This is an optimization exercise on Yosys and OpenROAD, whose aim is small area, a short achievable clock period and few clock cycles per item, not a production implementation.
Only simulation tests tie the RTL to the original design; equivalence was not proved.
Power is estimated from default activity; no workload was simulated. No driver is modelled on the clock port, so clocking that relies on it looks cheaper here than on a real chip.

## flow/design.v

```verilog
module prm_edge_scan_ctrl #(
    parameter int CHK_W   = 32,
    parameter int NUM_GRP = 32,
    parameter int GRP_AW  = 5,
    parameter int CHK_LAT = 1
) (
    input  logic              clk,
    input  logic              rst_n,
    input  logic              start,
    input  logic              abort,
    input  logic              obs_valid,
    output logic              obs_ready,
    input  logic [14:0]       obs_code,
    input  logic              obs_last,
    output logic              chk_req,
    output logic [14:0]       chk_code,
    output logic [GRP_AW-1:0] chk_grp,
    input  logic [CHK_W-1:0]  chk_mask,
    output logic              out_valid,
    input  logic              out_ready,
    output logic [GRP_AW-1:0] out_grp,
    output logic [CHK_W-1:0]  out_mask,
    output logic              out_last,
    output logic              busy,
    output logic              done,
    output logic [15:0]       obs_cnt
);
    localparam logic [GRP_AW-1:0] LAST_GRP = GRP_AW'(NUM_GRP - 1);
    logic [NUM_GRP*CHK_W-1:0] ring;
    logic [CHK_W-1:0]  head;
    logic [CHK_W-1:0]  merged;
    logic [14:0]       nb_code;            
    logic              nb_last;
    logic              nb_v;
    logic              prev_v;             
    logic              closed;             
    logic              cur_first;          
    logic              cur_last;           
    logic              ret_v, ret_first, ret_last;    
    logic start_ok, obs_hs, first_acc, nb_acc, dup, bnd, load_nb;
    logic final_now, eq_cur, eq_nxt, out_free, out_end, can_load;
    logic [GRP_AW-1:0] head_g;
    logic busy_d, closed_d, nb_v_d;
    assign head     = ring[CHK_W-1:0];
    assign merged   = ret_v ? (ret_first ? chk_mask : (head | chk_mask)) : head;
    assign head_g   = chk_grp - 1'b1;
    assign start_ok  = start && !abort && !busy;
    assign obs_hs    = obs_valid && obs_ready && !abort;
    assign first_acc = obs_hs && !prev_v;
    assign nb_acc    = obs_hs && prev_v;
    assign dup       = nb_v && (nb_code == chk_code);
    assign bnd       = (chk_grp == LAST_GRP);
    assign load_nb   = bnd && nb_v && !dup;
    assign final_now = (ret_v && ret_last) || (closed && !nb_v && !chk_req && !ret_v);
    assign eq_cur    = (head_g == out_grp);
    assign eq_nxt    = (head_g == out_grp + 1'b1);
    assign out_free  = !out_valid || out_ready;
    assign out_end   = out_valid && out_ready && (out_grp == LAST_GRP);
    assign can_load  = busy && closed && final_now && !out_end && (out_valid ? eq_nxt : eq_cur);
    always_comb begin
        busy_d   = busy;
        closed_d = closed;
        nb_v_d   = nb_v;
        if (abort) begin
            busy_d = 1'b0; closed_d = 1'b0; nb_v_d = 1'b0;
        end else begin
            if (start_ok) begin
                busy_d = 1'b1; closed_d = 1'b0; nb_v_d = 1'b0;
            end
            if (obs_hs && obs_last) closed_d = 1'b1;
            if (nb_acc) nb_v_d = 1'b1;
            else if (dup || load_nb) nb_v_d = 1'b0;
            if (out_end) begin
                busy_d = 1'b0; closed_d = 1'b0;
            end
        end
    end
    always_ff @(posedge clk) begin
        ring <= {merged, ring[NUM_GRP*CHK_W-1:CHK_W]};
        if (out_free) out_mask <= merged;
        if (first_acc)    chk_code <= obs_code;
        else if (load_nb) chk_code <= nb_code;
        if (nb_acc) begin
            nb_code <= obs_code;
            nb_last <= obs_last;
        end
    end
    always_ff @(posedge clk or negedge rst_n) begin
        if (!rst_n) begin
            busy      <= 1'b0;
            done      <= 1'b0;
            obs_ready <= 1'b0;
            obs_cnt   <= '0;
            closed    <= 1'b0;
            nb_v      <= 1'b0;
            prev_v    <= 1'b0;
            cur_first <= 1'b0;
            cur_last  <= 1'b0;
            chk_req   <= 1'b0;
            chk_grp   <= '0;
            ret_v     <= 1'b0;
            ret_first <= 1'b0;
            ret_last  <= 1'b0;
            out_valid <= 1'b0;
            out_grp   <= '0;
            out_last  <= 1'b0;
        end else begin
            busy      <= busy_d;
            closed    <= closed_d;
            nb_v      <= nb_v_d;
            obs_ready <= busy_d && !closed_d && !nb_v_d;
            done      <= out_end && !abort;
            ret_v     <= chk_req && !abort;
            ret_first <= cur_first;
            ret_last  <= cur_last;
            if (obs_hs) begin
                if (obs_cnt != 16'hFFFF) obs_cnt <= obs_cnt + 16'd1;
            end else if (start_ok) begin
                obs_cnt <= '0;
            end
            if (abort || start_ok) begin
                prev_v    <= 1'b0;
                cur_last  <= 1'b0;
                chk_req   <= 1'b0;
                chk_grp   <= chk_grp + 1'b1;
                out_valid <= 1'b0;
                out_grp   <= '0;
            end else begin
                if (first_acc) begin
                    prev_v    <= 1'b1;
                    cur_first <= 1'b1;
                    cur_last  <= obs_last;
                    chk_req   <= 1'b1;
                    chk_grp   <= '0;
                end else begin
                    chk_grp <= chk_grp + 1'b1;
                    if (bnd) begin
                        chk_req <= load_nb;
                        if (load_nb) begin
                            cur_first <= 1'b0;
                            cur_last  <= nb_last;
                        end
                    end else if (dup && nb_last) begin
                        cur_last <= 1'b1;
                    end
                end
                if (out_free) begin
                    if (can_load) begin
                        out_valid <= 1'b1;
                        out_grp   <= head_g;
                        out_last  <= (head_g == LAST_GRP);
                    end else begin
                        out_valid <= 1'b0;
                        if (out_end)        out_grp <= '0;
                        else if (out_valid) out_grp <= out_grp + 1'b1;
                    end
                end
            end
        end
    end
endmodule
```

## flow/constraint.sdc

```tcl
create_clock -name core_clock -period 5.0 [get_ports {clk}]
set_input_delay 1.0000 -clock core_clock [delete_from_list [all_inputs] [get_ports {clk}]]
set_output_delay 1.0000 -clock core_clock [all_outputs]
set_load 0.01 [all_outputs]
```

## flow/config.mk

```make
export PLATFORM = sky130hd
export DESIGN_NAME = prm_edge_scan_ctrl
export DESIGN_NICKNAME = prm_edge_scan_ctrl
export VERILOG_FILES = /design/flow/design.v
export SDC_FILE = /design/flow/constraint.sdc
export NUM_CORES = 4
export LEC_CHECK = 0
export CAP_MARGIN = 20
export CORE_MARGIN = 2
export CORE_UTILIZATION = 40
export SLEW_MARGIN = 20
```

## flow/run.sh

```bash
#!/bin/bash
# synth_recipe.tcl (not shown) runs the flow's synth.tcl, then flattens the netlist and writes it again
# the make line also repeats each setting of config.mk as NAME=value (left out here)
make -C /OpenROAD-flow-scripts/flow DESIGN_CONFIG=/design/flow/config.mk WORK_HOME=/design/flow/orfs CLKGATE_MAP_FILE= SYNTH_SCRIPT=/design/flow/synth_recipe.tcl finish
```

==> flow_metrics.py, run 1 <==
metrics = {
    "yosys": {
        "ys.warnings.count": 1,
        "synth-edff-count": 63,
        "postSynthAreaPerCell_um2": 18.26,
        "synth_top_area_cell": "dfxtp_1",
        "netlist_area_mm2": 0.02525,
        "syn-instance-count": 1383,
        "synth_seq_area_share_pct": 92.63,
        "synth_top_flop_cell": "dfxtp_1",
        "yosysTopAreaCellShare_pct": 81.18,
        "synthTopCellsByArea": "dfxtp_1 81%, edfxtp_1 7.5%, dfrtp_1 4.0%",
        "async_flop_share_pct": 3.549,
        "ys_types": 52,
        "ys_ff_latch": 1127,
        "synth_nets": 1443,
    },
    "timing": {
        "relSlewSlack_pct": 33.25,
        "fin_crit_sh_pct": 58.07,
        "final.setup.tns_ns": 0,
        "fmax_mhz": 344.4,
        "holdWs_ns": 0.3008,
        "tightest_slew_ns": 1.001,
        "rsz0062_at_grt": "false",
        "finalSetupViolations": 0,
        "slew_violations": 0,
        "period_minus_slack_ns": 2.903,
        "timing_hold_violations_final": 0,
        "finClkSkew_ns": 0.02966,
    },
    "critical_path": {
        "cpPeakStageDelay_ns": 0.68,
        "worstPathArrival_ns": 1.90,
        "cp_top_family": "buffers and inverters",
        "path_class": "register to output pin",
        "worst-path-buf-inv": 1,
        "required_ns": 4.00,
        "crit_chain": "clkdlybuf4s50_1",
        "path_max_fanout": 9,
        "cp-start-kind": "register",
        "slowest_stage": "clkdlybuf4s50_1",
        "critPathCaptureType": "output pin",
    },
    "cts": {
        "cts_tree": "built",
        "cts_made_buffers": 101,
        "cts_root_buf": "clkbuf_16",
        "insertion_delay_ns": 0.65,
        "post_cts_resized": 0,
        "postCtsSetupBuffers": 0,
        "clk_path_buf_depth": 3,
        "cts_htree_levels": 3,
        "clk_pin_slew_ns": 0.06,
        "cts_hold_buf": 0,
        "cts_sinks": 1127,
    },
    "placed_design": {
        "dp_hpwl_um": 17950,
        "dpl_cell_area_mm2": 0.02760,
        "port_buffers": 132,
        "dp.cells": 2352,
        "routabilityCongestion": 0.7656,
    },
    "grt": {
        "antenna_found_initial": 0,
        "track_usage_pct": 10.68,
        "grt_overflow_total": 0,
        "grt_pass1_wl_um": 54080,
        "grt_pass1_vias": 10280,
        "grt_max_degree": 41,
    },
    "routing": {
        "vias": 10040,
        "drcViolationCount": 0,
        "drtPass1Iterations": 5,
        "avgRoutedWirePerCell_um": 13.31,
        "drt_iter0_markers": 381,
        "ant_nets": 0,
        "wirelength_um": 33890,
        "viasPerCell": 3.945,
    },
    "finish": {
        "area_growth_pct": 23.51,
        "drive_above_1_share_pct": 12.25,
        "fin_area_mm2": 0.03119,
        "final_cells": 2545,
        "final_nets": 1669,
    },
    "power": {
        "switchingPower_mw": 3.520,
        "ir_worst_vdd_uv": 316.0,
        "power_density_mw_per_mm2": 563.7,
        "internal-power_mw": 14.06,
        "swShare_pct": 20.02,
        "totalPowerFinal_mw": 17.58,
        "p_comb_share_pct": 2.3,
        "p_leak_nw": 12.38,
        "clkPwrFrac_pct": 44.8,
        "seq_power_share_pct": 52.9,
    },
    "min_path": {
        "hold_class": "register to register",
    },
    "die": {
        "fp.coreArea_mm2": 0.06274,
        "initial_core_util_pct": 40.25,
        "rows": 92,
        "die_y_um": 255.3,
        "die_width_um": 255.3,
        "top_level_ports": 133,
        "die_area_mm2": 0.06516,
    },
    "job": {
        "drv_cap": 0,
    },
    "outcome": {
        "outcome": "timing/DRC/antenna clean",
    },
}
[metrics by stage]
| stage | worst slack, ns | utilization, % |
|---|---|---|
| after global routing | 1.974 | 49.71 |
| after detailed placement | 1.642 | 43.99 |
| final | 2.097 | 49.72 |
| after global placement | 1.763 | 43.99 |
| after floorplan | 2.286 | - |
| after CTS | 2.028 | 49.70 |
[cells in the final DEF (no fill, tap or decap), types with 8 or more instances in the layout]
master / instances
nor3_1: 10
clkinv_2: 19
dfrtp_1: 39
nand4_1: 8
nor2_1: 30
a22o_1: 32
clkdlybuf4s50_1: 131
xnor2_1: 29
nand3_1: 12
mux2_2: 19
inv_1: 11
clkbuf_1: 17
nand2_1: 12
dfxtp_1: 1024
edfxtp_1: 63
clkbuf_16: 108
clkbuf_8: 22
[power by group through the flow]
stage	combinational (mW)	clock, mW	sequential [mW]
floorplan	0.234	0	9.48
global placement	0.407	0	9.50
detailed placement	0.410	0	9.50
CTS	0.414	8.12	9.31
global route	0.442	8.47	9.32
finish	0.408	7.87	9.31
[path summary, 6_finish.rpt]
kind                       startpoint          to  slack (ns)  depth (start not counted)
max                        chk_grp[2]  chk_grp[2]        2.10                          1
min                         ring[474]   ring[442]        0.30                          0
max reg2reg                     ret_v  out_grp[1]        2.23                          7
min reg2reg                 ring[474]   ring[442]        0.30                          0
min in group asynchronous       rst_n  obs_cnt[3]        0.49                          1
max in group asynchronous       rst_n       ret_v        3.88                          1
[flip-flops by register name, summed over array words and instances (netlist names), 5 cells and up]
signal,count
ring,1024
out_mask,32
chk_grp,5
out_grp,5
chk_code,15
nb_code,15
obs_cnt,16
[cell type report]
| type | instances | area (um2) |
|---|---|---|
| fill | 5160 | 31550 |
| sequential | 1127 | 23390 |
| clock buffer | 147 | 3069 |
| multi-input combinational | 233 | 1770 |
| timing repair buffer | 135 | 1339 |
| tap | 846 | 1059 |
| clock inverter | 45 | 515.5 |
| inverter | 11 | 41.29 |
| antenna | 1 | 2.502 |
[Yosys cell counts (2+ instances only)]
library cell,n
nand2_1,13
a21oi_1,7
o2bb2ai_1,3
and4_1,2
nand4_1,8
edfxtp_1,63
nor3_1,10
nor2_1,30
inv_1,11
or3_1,2
mux2_2,19
and3_1,5
dfxtp_1,1024
a2bb2oi_1,2
buf_2,2
mux2i_1,3
xnor2_1,29
o22ai_1,3
xor2_1,7
ha_1,6
nand3_1,12
a31oi_1,4
o21ai_0,4
a22o_1,32
dfrtp_1,40
nand2b_1,4
nand3b_1,2
nor2b_1,5
clkbuf_1,8
[logic make-up after synthesis]
logic type               count (synthesis)  synth area share [%]
flip-flops                            1127                 92.63
AO/OA/AOI/OAI                           66                 2.116
multiplexers                            22                0.9662
AND/OR/NAND/NOR                        101                 2.126
buffers and inverters                   23                0.4211
adder cells (fa/ha/maj)                  6                0.2973
XOR/XNOR                                38                 1.442
[per-layer routing]
| layer | part of all wire (%) | routed length, um | GRT usage (%) | up-vias |
|---|---|---|---|---|
| met4 | 2.8 | 951 | 4.678 | 0 |
| met3 | 7.7 | 2616 | 4.353 | 70 |
| li1 | - | - | - | 4981 |
| met1 | 52 | 17660 | 15.73 | 4750 |
| met5 | 0 | 0 | 0 | - |
| met2 | 37 | 12650 | 13.54 | 239 |
Testbench counts, summed over its fixed seeds: cycles 70,888, sets 512.
==> run 2, diff against run 1 <==
--- a/flow/design.v
+++ b/flow/design.v
@@ -32,4 +32,5 @@
     logic [14:0]       nb_code;            
     logic              nb_last;
+    logic              nb_eq;              
     logic              nb_v;
     logic              prev_v;             
@@ -38,24 +39,23 @@
     logic              cur_last;           
     logic              ret_v, ret_first, ret_last;    
+    logic [GRP_AW-1:0] ph;                 
     logic start_ok, obs_hs, first_acc, nb_acc, dup, bnd, load_nb;
-    logic final_now, eq_cur, eq_nxt, out_free, out_end, can_load;
-    logic [GRP_AW-1:0] head_g;
+    logic final_now, out_free, out_hs, out_end, can_load;
     logic busy_d, closed_d, nb_v_d;
     assign head     = ring[CHK_W-1:0];
     assign merged   = ret_v ? (ret_first ? chk_mask : (head | chk_mask)) : head;
-    assign head_g   = chk_grp - 1'b1;
     assign start_ok  = start && !abort && !busy;
     assign obs_hs    = obs_valid && obs_ready && !abort;
     assign first_acc = obs_hs && !prev_v;
     assign nb_acc    = obs_hs && prev_v;
-    assign dup       = nb_v && (nb_code == chk_code);
+    assign dup       = nb_v && nb_eq;
     assign bnd       = (chk_grp == LAST_GRP);
-    assign load_nb   = bnd && nb_v && !dup;
+    assign load_nb   = bnd && nb_v && !nb_eq;
     assign final_now = (ret_v && ret_last) || (closed && !nb_v && !chk_req && !ret_v);
-    assign eq_cur    = (head_g == out_grp);
-    assign eq_nxt    = (head_g == out_grp + 1'b1);
     assign out_free  = !out_valid || out_ready;
-    assign out_end   = out_valid && out_ready && (out_grp == LAST_GRP);
-    assign can_load  = busy && closed && final_now && !out_end && (out_valid ? eq_nxt : eq_cur);
+    assign out_hs    = out_valid && out_ready && !abort;
+    assign out_end   = out_hs && out_last;         
+    assign can_load  = busy && closed && final_now && !out_end &&
+                       (out_valid ? (ph == GRP_AW'(1)) : (ph == '0));
     always_comb begin
         busy_d   = busy;
@@ -79,9 +79,10 @@
         ring <= {merged, ring[NUM_GRP*CHK_W-1:CHK_W]};
         if (out_free) out_mask <= merged;
-        if (first_acc)    chk_code <= obs_code;
-        else if (load_nb) chk_code <= nb_code;
-        if (nb_acc) begin
+        if (obs_ready && !prev_v) chk_code <= obs_code;
+        else if (load_nb)         chk_code <= nb_code;
+        if (obs_ready) begin
             nb_code <= obs_code;
             nb_last <= obs_last;
+            nb_eq   <= (obs_code == chk_code);
         end
     end
@@ -105,4 +106,5 @@
             out_grp   <= '0;
             out_last  <= 1'b0;
+            ph        <= '0;
         end else begin
             busy      <= busy_d;
@@ -110,5 +112,5 @@
             nb_v      <= nb_v_d;
             obs_ready <= busy_d && !closed_d && !nb_v_d;
-            done      <= out_end && !abort;
+            done      <= out_end;
             ret_v     <= chk_req && !abort;
             ret_first <= cur_first;
@@ -118,4 +120,11 @@
             end else if (start_ok) begin
                 obs_cnt <= '0;
+            end
+            if (abort || start_ok || out_end) begin
+                ph <= chk_grp;
+            end else if (first_acc) begin
+                ph <= LAST_GRP;
+            end else if (!out_hs) begin
+                ph <= ph + 1'b1;
             end
             if (abort || start_ok) begin
@@ -146,13 +155,8 @@
                 end
                 if (out_free) begin
-                    if (can_load) begin
-                        out_valid <= 1'b1;
-                        out_grp   <= head_g;
-                        out_last  <= (head_g == LAST_GRP);
-                    end else begin
-                        out_valid <= 1'b0;
-                        if (out_end)        out_grp <= '0;
-                        else if (out_valid) out_grp <= out_grp + 1'b1;
-                    end
+                    out_valid <= can_load;
+                    if (out_end)     out_grp <= '0;
+                    else if (out_hs) out_grp <= out_grp + 1'b1;
+                    out_last <= out_hs ? (out_grp == LAST_GRP - 1'b1) : (out_grp == LAST_GRP);
                 end
             end
==> flow/flow/run.sh (new file) <==
#!/bin/bash
# The standard layout (standard.sh) with three settings changed:
#  - port buffers are buf_2 instead of the slow delay cell buffer_ports picks by default;
#  - timing repair may resize a cell to any footprint;
#  - clock tree: clkbuf_16 only, sink clusters of at most 30 within 80 um, no dummy loads.
# Everything make prints goes to standard.log in this folder.
set -euo pipefail
bash standard.sh \
  "BUFFER_PORTS_ARGS=-buffer_cell sky130_fd_sc_hd__buf_2" \
  MATCH_CELL_FOOTPRINT=0 \
  "CTS_ARGS=-sink_clustering_enable -repair_clock_nets -buf_list sky130_fd_sc_hd__clkbuf_16 -sink_clustering_size 30 -sink_clustering_max_diameter 80 -dont_use_dummy_load" \
  finish > standard.log 2>&1
==> flow/standard.sh (new file) <==
#!/bin/bash
# synth_recipe.tcl (not shown) runs the flow's synth.tcl, then flattens the netlist and writes it again
# the make line also repeats each setting of config.mk as NAME=value (left out here)
make -C /OpenROAD-flow-scripts/flow DESIGN_CONFIG=/design/flow/config.mk WORK_HOME=/design/flow/orfs CLKGATE_MAP_FILE= SYNTH_SCRIPT=/design/flow/synth_recipe.tcl "${@:-finish}"
--- a/flow/config.mk
+++ b/flow/config.mk
@@ -9,3 +9,4 @@
 export CORE_MARGIN = 2
 export CORE_UTILIZATION = 40
+export SETUP_SLACK_MARGIN = 2.9
 export SLEW_MARGIN = 20
removed: flow/run.sh
==> run 2 against run 1 <==
Clock power shrank 48%. Critical path type unchanged. Sequential power rose by 0.9%. Still clean. Via count rose by 2.9%.
==> flow_metrics.py, run 2 <==
metrics = {
    "yosys": {
        "yosysMostFrequentCell": "dfxtp_1",
        "synth_seq_area_share_pct": 92.43,
        "yosysTopAreaCellShare_pct": 80.46,
        "synth_nets": 1471,
        "synth-edff-count": 64,
        "async_flop_share_pct": 3.972,
        "ys_ff_latch": 1133,
        "synthTopCellsByArea": "dfxtp_1 80%, edfxtp_1 7.5%, dfrtp_1 4.4%",
        "synth_top_flop_cell": "dfxtp_1",
        "netlist_area_mm2": 0.02548,
        "ys.warnings.count": 1,
        "synth_top_area_cell": "dfxtp_1",
        "postSynthAreaPerCell_um2": 18.07,
        "yosys-top-cells-count": "1024 x dfxtp_1, 64 x edfxtp_1, 45 x dfrtp_1, 32 x a22o_1, 22 x nor2_1",
        "ys_types": 54,
        "syn-instance-count": 1410,
    },
    "die": {
        "initial_core_util_pct": 40.46,
        "rows": 92,
        "die_width_um": 256.4,
        "die_area_mm2": 0.06573,
        "top_level_ports": 133,
        "die_y_um": 256.4,
        "fp.coreArea_mm2": 0.06297,
    },
    "timing": {
        "tightest_slew_ns": 0.7053,
        "final.setup.tns_ns": 0,
        "holdWs_ns": 0.2873,
        "period_minus_slack_ns": 2.244,
        "slew_violations": 0,
        "fmax_mhz": 445.6,
        "fin_crit_sh_pct": 44.88,
        "rsz0062_at_grt": "true",
        "finalSetupViolations": 0,
        "timing_hold_violations_final": 0,
        "finClkSkew_ns": 0.04706,
        "relSlewSlack_pct": 52.84,
    },
    "cts": {
        "cts_tree": "built",
        "clk_path_buf_depth": 3,
        "cts_sinks": 1133,
        "cts_htree_levels": 2,
        "cts_made_buffers": 46,
        "cts_hold_buf": 0,
        "clk_pin_slew_ns": 0.11,
        "insertion_delay_ns": 0.58,
        "cts_root_buf": "clkbuf_16",
    },
    "power": {
        "swShare_pct": 19.68,
        "p_comb_share_pct": 3.2,
        "p_leak_nw": 11.75,
        "clkPwrFrac_pct": 29.4,
        "power_density_mw_per_mm2": 478.0,
        "switchingPower_mw": 2.739,
        "ir_worst_vdd_uv": 238.8,
        "seq_power_share_pct": 67.5,
        "internal-power_mw": 11.18,
    },
    "grt": {
        "antenna_found_initial": 2,
        "grt_max_degree": 46,
        "track_usage_pct": 10.50,
        "grt_pass1_wl_um": 55660,
        "grt_pass1_vias": 10270,
        "grt_overflow_total": 0,
    },
    "finish": {
        "num-fill-cells": 5364,
        "multi_input_area_mm2": 0.001986,
        "final_common_cell": "dfxtp_1",
        "top_register": "ring",
        "largestRegisters": "ring: 1024 flops, out_mask: 32 flops, obs_cnt: 16 flops",
        "layout_common_cells": "1024 x dfxtp_1, 110 x buf_2, 64 x edfxtp_1",
        "register_area_mm2": 0.02357,
        "final_nets": 1702,
        "largest_reg_flops": 1024,
        "drive_above_1_share_pct": 18.18,
        "area_growth_pct": 14.28,
    },
    "critical_path": {
        "critPathCaptureType": "output pin",
        "cp-startpoint": "obs_ready",
        "required_ns": 4.00,
        "r2r-start": "obs_cnt[0]",
        "cp_top_family": "flip-flops",
        "crit_chain": "buf_6",
        "worstPathArrival_ns": 1.24,
        "slowest_stage": "dfrtp_4",
        "cp-start-kind": "register",
        "cpPeakStageDelay_ns": 0.53,
        "path_max_fanout": 2,
        "worst-path-buf-inv": 1,
        "path_class": "register to output pin",
    },
    "outcome": {
        "outcome": "timing/DRC/antenna clean",
    },
    "routing": {
        "viasPerCell": 4.155,
        "avgRoutedWirePerCell_um": 14.10,
        "drt_iter0_markers": 472,
        "vias": 10330,
        "drcViolationCount": 0,
        "ant_nets": 0,
        "wirelength_um": 35060,
        "drtPass1Iterations": 4,
    },
    "min_path": {
        "hold_class": "register to register",
        "hold_start": "ring[117]",
    },
    "placed_design": {
        "dp_hpwl_um": 18650,
        "routabilityCongestion": 0.7810,
        "port_buffers": 132,
    },
    "job": {
        "drv_cap": 0,
    },
}
==> run 2: cell count changes after synthesis, sizes merged, moves of 5 or more <==
cell,previous run,this run
nor2,30,22
xnor2,29,16
nor4,1,6
dfrtp,40,45
nand2,13,20
==> run 2: stage by stage <==
step	instances	worst slack (ns)	utilization (%)	area [um2]	power (mW)
2_1_floorplan	1410	2.735	-	25500	9.746
3_3_place_gp	2374	2.331	43.16	27170	9.900
3_5_place_dp	2374	2.299	43.16	27170	9.914
4_1_cts	2465	2.694	45.81	28840	14.08
5_1_grt	2487	2.702	46.24	29120	14.49
6_report	2487	2.756	46.24	29120	13.92
==> run 2: final timing paths <==
path	end	slack, ns	cells after the start
setup / recovery	obs_ready	2.76	1
hold / removal	ring[85]	0.29	0
setup reg to reg	obs_cnt[11]	2.90	7
hold reg to reg	ring[85]	0.29	0
max in group asynchronous	obs_cnt[7]	4.09	1
min in group asynchronous	obs_ready	0.42	1
==> run 2: cells by family after synthesis <==
| kind of cell | synth area share (%) |
|---|---|
| xor+xnor | 0.6875 |
| flops | 92.43 |
| compound gates | 2.711 |
| simple gates | 2.632 |
| mux | 0.8349 |
| buf+inv | 0.3634 |
| fa+ha+maj | 0.3438 |
==> run 2: what timing repair did <==
action,CTS,global route
cloned,0,1
setup buffers,45,19
pin swaps,1,9
setup endpoints to repair,161,117
resized for setup,50,20
hold endpoints to repair,0,0
==> run 2: cell type report <==
type,count,share of cell area [%]
Inverter,8,0.1031
Tap cell,846,3.636
Multi-Input combinational cell,254,6.820
Timing Repair Buffer,198,4.512
Sequential cell,1133,80.96
Antenna cell,2,0.01719
Clock buffer,46,3.954
==> run 2: power groups by stage <==
stage               Clock [mW]  Combinational [mW]  Sequential, mW
floorplan                    0               0.155            9.59
global placement             0               0.294            9.61
detailed placement           0               0.303            9.61
CTS                       4.28               0.415            9.39
global route              4.59               0.480            9.41
finish                    4.09               0.439            9.39
==> run 2: layer usage <==
| layer | up-vias | wire length (um) | GRT usage [%] |
|---|---|---|---|
| li1 | 5059 | - | - |
| met1 | 4932 | 17850 | 15.37 |
| met2 | 245 | 14050 | 14.67 |
| met3 | 98 | 1882 | 2.541 |
| met4 | 0 | 1278 | 4.764 |
| met5 | - | 0 | 0 |
Testbench counts of run 2, summed over its fixed seeds: cycles 70,888, sets 512.
==> run 3, diff against run 2 <==
--- a/flow/config.mk
+++ b/flow/config.mk
@@ -8,5 +8,5 @@
 export CAP_MARGIN = 20
 export CORE_MARGIN = 2
-export CORE_UTILIZATION = 40
+export CORE_UTILIZATION = 70
 export SETUP_SLACK_MARGIN = 2.9
 export SLEW_MARGIN = 20
==> run 3 against run 2 <==
Routed wire length down 3.4%. Global-route usage up 7.5 points. Via count down 1.7%. Flip-flop and latch count unchanged. Clock power down 2%. First-iteration DRC count down 8.5%. Core utilization up 33 points. Sequential power about the same. Non-clock buffer count down 5. Design area down 2.3%. Worst setup slack better by 0.020 ns. Final cell count down 16%. Highest routed layer is now met5.
==> flow_metrics.py, run 3 <==
metrics = {
    "finish": {
        "final_common_cell": "dfxtp_1",
        "final_cells": 2092,
        "drive_above_1_share_pct": 17.47,
        "final_nets": 1694,
        "largestRegisters": "ring: 1024 flops, out_mask: 32 flops, obs_cnt: 16 flops",
        "insertedDiodeCount": 0,
        "layout_common_cells": "1024 x dfxtp_1, 115 x buf_2, 64 x edfxtp_1",
        "area_growth_pct": 11.65,
        "largest_reg_flops": 1024,
        "top_register": "ring",
    },
    "die": {
        "die_width_um": 194.8,
        "fp.coreArea_mm2": 0.03574,
        "top_level_ports": 133,
        "die_y_um": 194.8,
        "rows": 69,
        "die_area_mm2": 0.03794,
        "initial_core_util_pct": 71.28,
    },
    "yosys": {
        "synth_seq_area_share_pct": 92.43,
        "postSynthAreaPerCell_um2": 18.07,
        "yosysMostFrequentCell": "dfxtp_1",
        "netlist_area_mm2": 0.02548,
        "yosysTopAreaCellShare_pct": 80.46,
        "yosys-top-cells-count": "1024 x dfxtp_1, 64 x edfxtp_1, 45 x dfrtp_1, 32 x a22o_1, 22 x nor2_1",
        "synthTopCellsByArea": "dfxtp_1 80%, edfxtp_1 7.5%, dfrtp_1 4.4%",
        "ys_types": 54,
        "synth_top_flop_cell": "dfxtp_1",
        "ys.warnings.count": 1,
        "async_flop_share_pct": 3.972,
        "synth-edff-count": 64,
        "syn-instance-count": 1410,
        "synth_nets": 1471,
        "ys_ff_latch": 1133,
        "synth_top_area_cell": "dfxtp_1",
    },
    "critical_path": {
        "cp-start-kind": "register",
        "path_max_fanout": 2,
        "worst-path-buf-inv": 1,
        "cp_top_family": "flip-flops",
        "path_class": "register to output pin",
        "crit_chain": "buf_6",
        "slowest_stage": "dfrtp_4",
        "worstPathArrival_ns": 1.22,
        "required_ns": 4.00,
        "critPathCaptureType": "output pin",
        "cpPeakStageDelay_ns": 0.52,
        "rrSetupSlack_ns": 2.94,
    },
    "power": {
        "p_comb_share_pct": 2.9,
        "switchingPower_mw": 2.685,
        "clkPwrFrac_pct": 29.0,
        "swShare_pct": 19.48,
        "totalPowerFinal_mw": 13.78,
        "p_leak_nw": 11.69,
        "ir_worst_vdd_uv": 364.7,
        "internal-power_mw": 11.10,
        "power_density_mw_per_mm2": 484.5,
        "seq_power_share_pct": 68.1,
    },
    "timing": {
        "fin_crit_sh_pct": 44.48,
        "timing_hold_violations_final": 0,
        "finalSetupViolations": 0,
        "tightest_slew_ns": 1.049,
        "slew_violations": 0,
        "period_minus_slack_ns": 2.224,
        "finClkSkew_ns": 0.05043,
        "final.setup.tns_ns": 0,
        "fmax_mhz": 449.7,
        "rsz0062_at_grt": "true",
        "relSlewSlack_pct": 30.07,
    },
    "cts": {
        "clk_pin_slew_ns": 0.11,
        "cts_sinks": 1133,
        "insertion_delay_ns": 0.58,
        "cts_htree_levels": 2,
        "cts_tree": "built",
        "cts_hold_buf": 0,
        "cts_root_buf": "clkbuf_16",
        "cts_made_buffers": 44,
        "clk_path_buf_depth": 3,
    },
    "outcome": {
        "outcome": "timing/DRC/antenna clean",
    },
    "routing": {
        "wirelength_um": 33860,
        "drt_iter0_markers": 432,
        "avgRoutedWirePerCell_um": 16.18,
        "ant_nets": 0,
        "viasPerCell": 4.854,
        "vias": 10150,
        "drcViolationCount": 0,
        "drtPass1Iterations": 4,
    },
    "placed_design": {
        "dp.cells": 1989,
        "dp_hpwl_um": 17700,
        "routabilityCongestion": 0.7954,
        "port_buffers": 132,
    },
    "grt": {
        "grt_max_degree": 46,
        "track_usage_pct": 18.02,
        "grt_pass1_vias": 10100,
        "antenna_found_initial": 1,
        "grt_overflow_total": 0,
        "grt_pass1_wl_um": 53520,
    },
    "job": {
        "drv_cap": 0,
    },
    "min_path": {
        "hold_class": "register to register",
    },
}
run 3: cell counts after synthesis:
Identical to the previous run, type by type.
run 3: cell families after synthesis:
kind of cell               after synthesis  share of synthesized area [%]
muxes                                   19                         0.8349
DFF                                   1133                          92.43
adders and majority gates                7                         0.3438
and+or+nand+nor                        119                          2.632
buffers and inverters                   24                         0.3634
xor gates and xnor gates                20                         0.6875
AOI/OAI and AO/OA                       88                          2.711
run 3: stage by stage:
stage | instance area (um2) | hold slack [ns] | utilization (%) | setup slack [ns]
6_report | 28440 | 0.3042 | 79.58 | 2.776
5_1_grt | 28440 | 0.3081 | 79.58 | 2.731
4_1_cts | 28230 | 0.3054 | 78.98 | 2.743
3_5_place_dp | 26690 | 0.3121 | 74.68 | 2.310
3_3_place_gp | 26690 | 0.3099 | 74.67 | 2.303
2_1_floorplan | 25500 | 0.3096 | - | 2.735
run 3: power groups by stage:
stage	Sequential [mW]	Combinational, mW	Clock (mW)
2_1_floorplan	9.59	0.155	0
3_3_place_gp	9.60	0.278	0
3_5_place_dp	9.61	0.288	0
4_1_cts	9.39	0.389	4.09
5_1_grt	9.41	0.443	4.39
6_report	9.38	0.405	3.99
run 3: final timing paths:
| check | start | endpoint | depth (start not counted) |
|---|---|---|---|
| max | obs_ready | obs_ready | 1 |
| min | ring[660] | ring[628] | 0 |
| max reg2reg | obs_ready | ph[3] | 5 |
| min reg2reg | ring[660] | ring[628] | 0 |
| max in group asynchronous | rst_n | obs_cnt[6] | 1 |
| min in group asynchronous | rst_n | obs_cnt[11] | 1 |
run 3: timing repair:
item | CTS | global route
setup buffers | 40 | 19
pin swaps | 1 | 4
resized for setup | 36 | 9
cloned | 0 | 0
setup endpoints to repair | 124 | 93
run 3: cell type report:
type,instances,area (um2)
Sequential cell,1133,23570
Fill cell,1959,7297
Multi-Input combinational cell,253,1933
Timing Repair Buffer,193,1237
Clock buffer,44,1101
Tap cell,461,576.8
Inverter,8,30.03
run 3: routing by layer:
layer	share of wire, %	global-route usage [%]	wire (um)	vias to the layer above
li1	-	-	-	5035
met4	2.4	5.287	829	2
met2	43	27.17	14660	223
met3	5.0	4.269	1707	65
met1	49	26.49	16650	4829
met5	0.027	0	9	-
==> run 4, diff against run 3 <==
--- a/flow/design.v
+++ b/flow/design.v
@@ -40,4 +40,5 @@
     logic              ret_v, ret_first, ret_last;    
     logic [GRP_AW-1:0] ph;                 
+    logic              obs_nrdy;           
     logic start_ok, obs_hs, first_acc, nb_acc, dup, bnd, load_nb;
     logic final_now, out_free, out_hs, out_end, can_load;
@@ -46,5 +47,5 @@
     assign merged   = ret_v ? (ret_first ? chk_mask : (head | chk_mask)) : head;
     assign start_ok  = start && !abort && !busy;
-    assign obs_hs    = obs_valid && obs_ready && !abort;
+    assign obs_hs    = obs_valid && !obs_nrdy && !abort;
     assign first_acc = obs_hs && !prev_v;
     assign nb_acc    = obs_hs && prev_v;
@@ -79,7 +80,7 @@
         ring <= {merged, ring[NUM_GRP*CHK_W-1:CHK_W]};
         if (out_free) out_mask <= merged;
-        if (obs_ready && !prev_v) chk_code <= obs_code;
+        if (!obs_nrdy && !prev_v) chk_code <= obs_code;
         else if (load_nb)         chk_code <= nb_code;
-        if (obs_ready) begin
+        if (!obs_nrdy) begin
             nb_code <= obs_code;
             nb_last <= obs_last;
@@ -92,4 +93,5 @@
             done      <= 1'b0;
             obs_ready <= 1'b0;
+            obs_nrdy  <= 1'b1;
             obs_cnt   <= '0;
             closed    <= 1'b0;
@@ -112,4 +114,5 @@
             nb_v      <= nb_v_d;
             obs_ready <= busy_d && !closed_d && !nb_v_d;
+            obs_nrdy  <= !(busy_d && !closed_d && !nb_v_d);
             done      <= out_end;
             ret_v     <= chk_req && !abort;
==> run 4 against run 3 <==
Synthesized cell count grew 0.50%. Critical path depth stayed put. Register-to-register slack better by 0.07 ns. Global-route usage increased by 0.52 points. Total power grew 0.82%. Clock skew grew 0.0072 ns. Final cell count is 0.24% higher. Sequential share of layout area is essentially flat. Routed wire length grew 2.4%. Core utilization rose by 0.11 points. Via count about the same. First-iteration DRC count up 15%. Critical endpoint is now out_mask[20].
==> flow_metrics.py, run 4 <==
metrics = {
    "power": {
        "ir_worst_vdd_uv": 472.1,
        "switchingPower_mw": 2.708,
        "p_leak_nw": 11.66,
        "p_comb_share_pct": 2.9,
        "internal-power_mw": 11.19,
        "swShare_pct": 19.49,
        "power_density_mw_per_mm2": 487.9,
        "seq_power_share_pct": 68.5,
        "clkPwrFrac_pct": 28.7,
    },
    "finish": {
        "final_nets": 1699,
        "final_common_cell": "dfxtp_1",
        "area_growth_pct": 11.57,
        "insertedDiodeCount": 0,
        "num-fill-cells": 1938,
        "layout_common_cells": "1024 x dfxtp_1, 109 x buf_2, 64 x edfxtp_1",
        "largestRegisters": "ring: 1024 flops, out_mask: 32 flops, obs_cnt: 16 flops",
        "multi_input_area_mm2": 0.001907,
        "register_area_mm2": 0.02359,
        "top_register": "ring",
        "drive_above_1_share_pct": 17.30,
        "largest_reg_flops": 1024,
        "fin_util_pct": 79.69,
        "fin_area_mm2": 0.02848,
    },
    "cts": {
        "cts_sinks": 1134,
        "cts_root_buf": "clkbuf_16",
        "cts_tree": "built",
        "cts_hold_buf": 0,
        "cts_htree_levels": 2,
        "cts_made_buffers": 44,
        "clk_pin_slew_ns": 0.10,
        "clk_path_buf_depth": 3,
        "insertion_delay_ns": 0.57,
    },
    "timing": {
        "finalSetupViolations": 0,
        "finClkSkew_ns": 0.05765,
        "period_minus_slack_ns": 2.185,
        "rsz0062_at_grt": "true",
        "final.setup.tns_ns": 0,
        "relSlewSlack_pct": 29.60,
        "tightest_slew_ns": 1.056,
        "fmax_mhz": 457.6,
        "fin_crit_sh_pct": 43.71,
        "slew_violations": 0,
        "timing_hold_violations_final": 0,
    },
    "outcome": {
        "outcome": "timing/DRC/antenna clean",
    },
    "routing": {
        "drt_iter0_markers": 496,
        "vias": 10160,
        "viasPerCell": 4.843,
        "ant_nets": 0,
        "wirelength_um": 34650,
        "drtPass1Iterations": 4,
        "avgRoutedWirePerCell_um": 16.53,
        "drcViolationCount": 0,
    },
    "critical_path": {
        "r2r-start": "out_valid",
        "worst-path-buf-inv": 1,
        "path_max_fanout": 1,
        "reg2reg_to": "ph[4]",
        "cp.depth": 1,
        "required_ns": 4.00,
        "r2r_cells": 5,
        "crit_chain": "buf_2",
        "cp-start-kind": "register",
        "cp_top_family": "flip-flops",
        "path_class": "register to output pin",
        "critPathCaptureType": "output pin",
        "slowest_stage": "edfxtp_1",
        "worstPathArrival_ns": 1.19,
        "rrSetupSlack_ns": 3.01,
        "cpPeakStageDelay_ns": 0.44,
    },
    "yosys": {
        "yosysTopAreaCellShare_pct": 80.29,
        "syn-instance-count": 1417,
        "async_flop_share_pct": 4.056,
        "synth_nets": 1478,
        "postSynthAreaPerCell_um2": 18.02,
        "yosysMostFrequentCell": "dfxtp_1",
        "synth_seq_area_share_pct": 92.34,
        "ys.warnings.count": 1,
        "ys_types": 56,
        "synth_top_area_cell": "dfxtp_1",
        "synth_top_flop_cell": "dfxtp_1",
        "synth-edff-count": 64,
        "ys_ff_latch": 1134,
        "yosys-top-cells-count": "1024 x dfxtp_1, 64 x edfxtp_1, 45 x dfrtp_1, 32 x a22o_1, 22 x nand2_1",
        "synthTopCellsByArea": "dfxtp_1 80%, edfxtp_1 7.5%, dfrtp_1 4.4%",
        "netlist_area_mm2": 0.02553,
    },
    "grt": {
        "grt_overflow_total": 0,
        "grt_pass1_wl_um": 55600,
        "antenna_found_initial": 1,
        "grt_pass1_vias": 10290,
        "track_usage_pct": 18.54,
        "grt_max_degree": 47,
    },
    "die": {
        "initial_core_util_pct": 71.43,
        "top_level_ports": 133,
        "die_area_mm2": 0.03802,
        "rows": 69,
        "die_width_um": 195.0,
        "die_y_um": 195.0,
        "fp.coreArea_mm2": 0.03574,
    },
    "placed_design": {
        "dpl_cell_area_mm2": 0.02677,
        "dp_hpwl_um": 18200,
        "port_buffers": 132,
        "routabilityCongestion": 0.8294,
    },
    "job": {
        "drv_cap": 0,
    },
    "min_path": {
        "min_path_cells": 0,
        "hold_start": "ring[893]",
        "hold_class": "register to register",
        "min_to": "ring[861]",
    },
}
run 4: changes by cell type after synthesis, moves of 5 or more:
| cell | delta |
|---|---|
| inv_1 | +9 |
| mux2i_1 | +5 |
| o211ai_1 | +5 |
| o21ai_0 | +7 |
run 4: per-layer routing:
metal | track usage (%) | up-vias | routed length (um)
li1 | - | 5023 | -
met1 | 28.60 | 4871 | 17420
met2 | 27.02 | 190 | 14860
met3 | 3.748 | 71 | 1487
met4 | 5.400 | 0 | 884
met5 | 0 | - | 0
run 4: final cells by class:
type | count | share of cell area (%)
Clock buffer | 44 | 3.866
Inverter | 17 | 0.2240
Multi-Input combinational cell | 251 | 6.694
Sequential cell | 1134 | 82.82
Tap cell | 461 | 2.025
Timing Repair Buffer | 190 | 4.366
run 4: metrics by stage:
stage	hold slack [ns]	setup WS, ns	cells	total power, mW
2_1_floorplan	0.3096	2.648	1417	9.864
3_3_place_gp	0.3103	2.285	1998	10.01
3_5_place_dp	0.3121	2.133	1998	10.03
4_1_cts	0.2502	2.780	2082	13.99
5_1_grt	0.2575	2.756	2097	14.38
6_report	0.2673	2.815	2097	13.90
run 4: cells by family (layout without fill, tap and decap cells):
group | after synthesis | count (layout) | share of synthesized area, %
flip-flops | 1134 | 1134 | 92.34
AND/OR/NAND/NOR | 108 | 108 | 2.372
AO/OA/AOI/OAI | 94 | 94 | 2.793
buffers and inverters | 32 | 251 | 0.5097
multiplexers | 24 | 24 | 1.029
XOR/XNOR | 18 | 18 | 0.6175
adder cells (fa/ha/maj) | 7 | 7 | 0.3430
run 4: worst max-delay path by stage:
stage | start | end
final | out_mask[20] | out_mask[20]
after global routing | out_mask[20] | out_mask[20]
after CTS | out_mask[20] | out_mask[20]
after detailed placement | obs_valid | obs_cnt[2]
after global placement | obs_valid | obs_cnt[2]
after floorplan | out_ready | ph[4]
run 4: power by group through the flow:
| stage | sequential [mW] | combinational, mW | clock, mW |
|---|---|---|---|
| floorplan | 9.70 | 0.163 | 0 |
| global placement | 9.72 | 0.291 | 0 |
| detailed placement | 9.73 | 0.305 | 0 |
| CTS | 9.51 | 0.376 | 4.10 |
| global route | 9.54 | 0.438 | 4.40 |
| finish | 9.51 | 0.397 | 3.98 |
run 4: repair_timing:
item,4_1_cts,5_1_grt
buffers inserted,40,14
pin swaps,0,3
resized for setup,35,17
endpoints found under the setup margin,155,98
cloned,0,1
Testbench counts of run 4, summed over its fixed seeds: cycles 70,888, sets 512.

[what the ideal ports hide]
The results above use ideal ports. As a check the final layouts listed here were re-extracted and re-timed, cells and wires unchanged.
Step 1, drivers: a clkbuf_16 drives clk and a buf_2 each remaining input, both assumed.
Step 2 adds t to the input delays and takes it off the output delays; t is the mean of the earliest and latest rising clock arrival at the registers after step 1. Input paths then give back, and output paths get back, about the clock's delay inside the block.
a / b / c = ideal / step 1 / step 2; a / b = the first two.
run | t (ns) | slack for setup (ns) | worst hold slack (ns) | worst setup path at the end
run 1 | 0.685 | 2.097 / 2.041 / 1.655 | 0.301 / 0.301 / 0.301 | input to register
run 2 | 0.626 | 2.756 / 2.700 / 2.245 | 0.287 / 0.287 / 0.287 | input to register
run 3 | 0.611 | 2.776 / 2.724 / 2.383 | 0.304 / 0.304 / 0.304 | input to register
run 4 | 0.601 | 2.815 / 2.761 / 2.393 | 0.267 / 0.267 / 0.267 | input to register
After both steps every run listed still meets setup and hold. The setup slack of run 2, which loses most, moves by -0.056 ns with the drivers and by -0.511 ns with both steps.
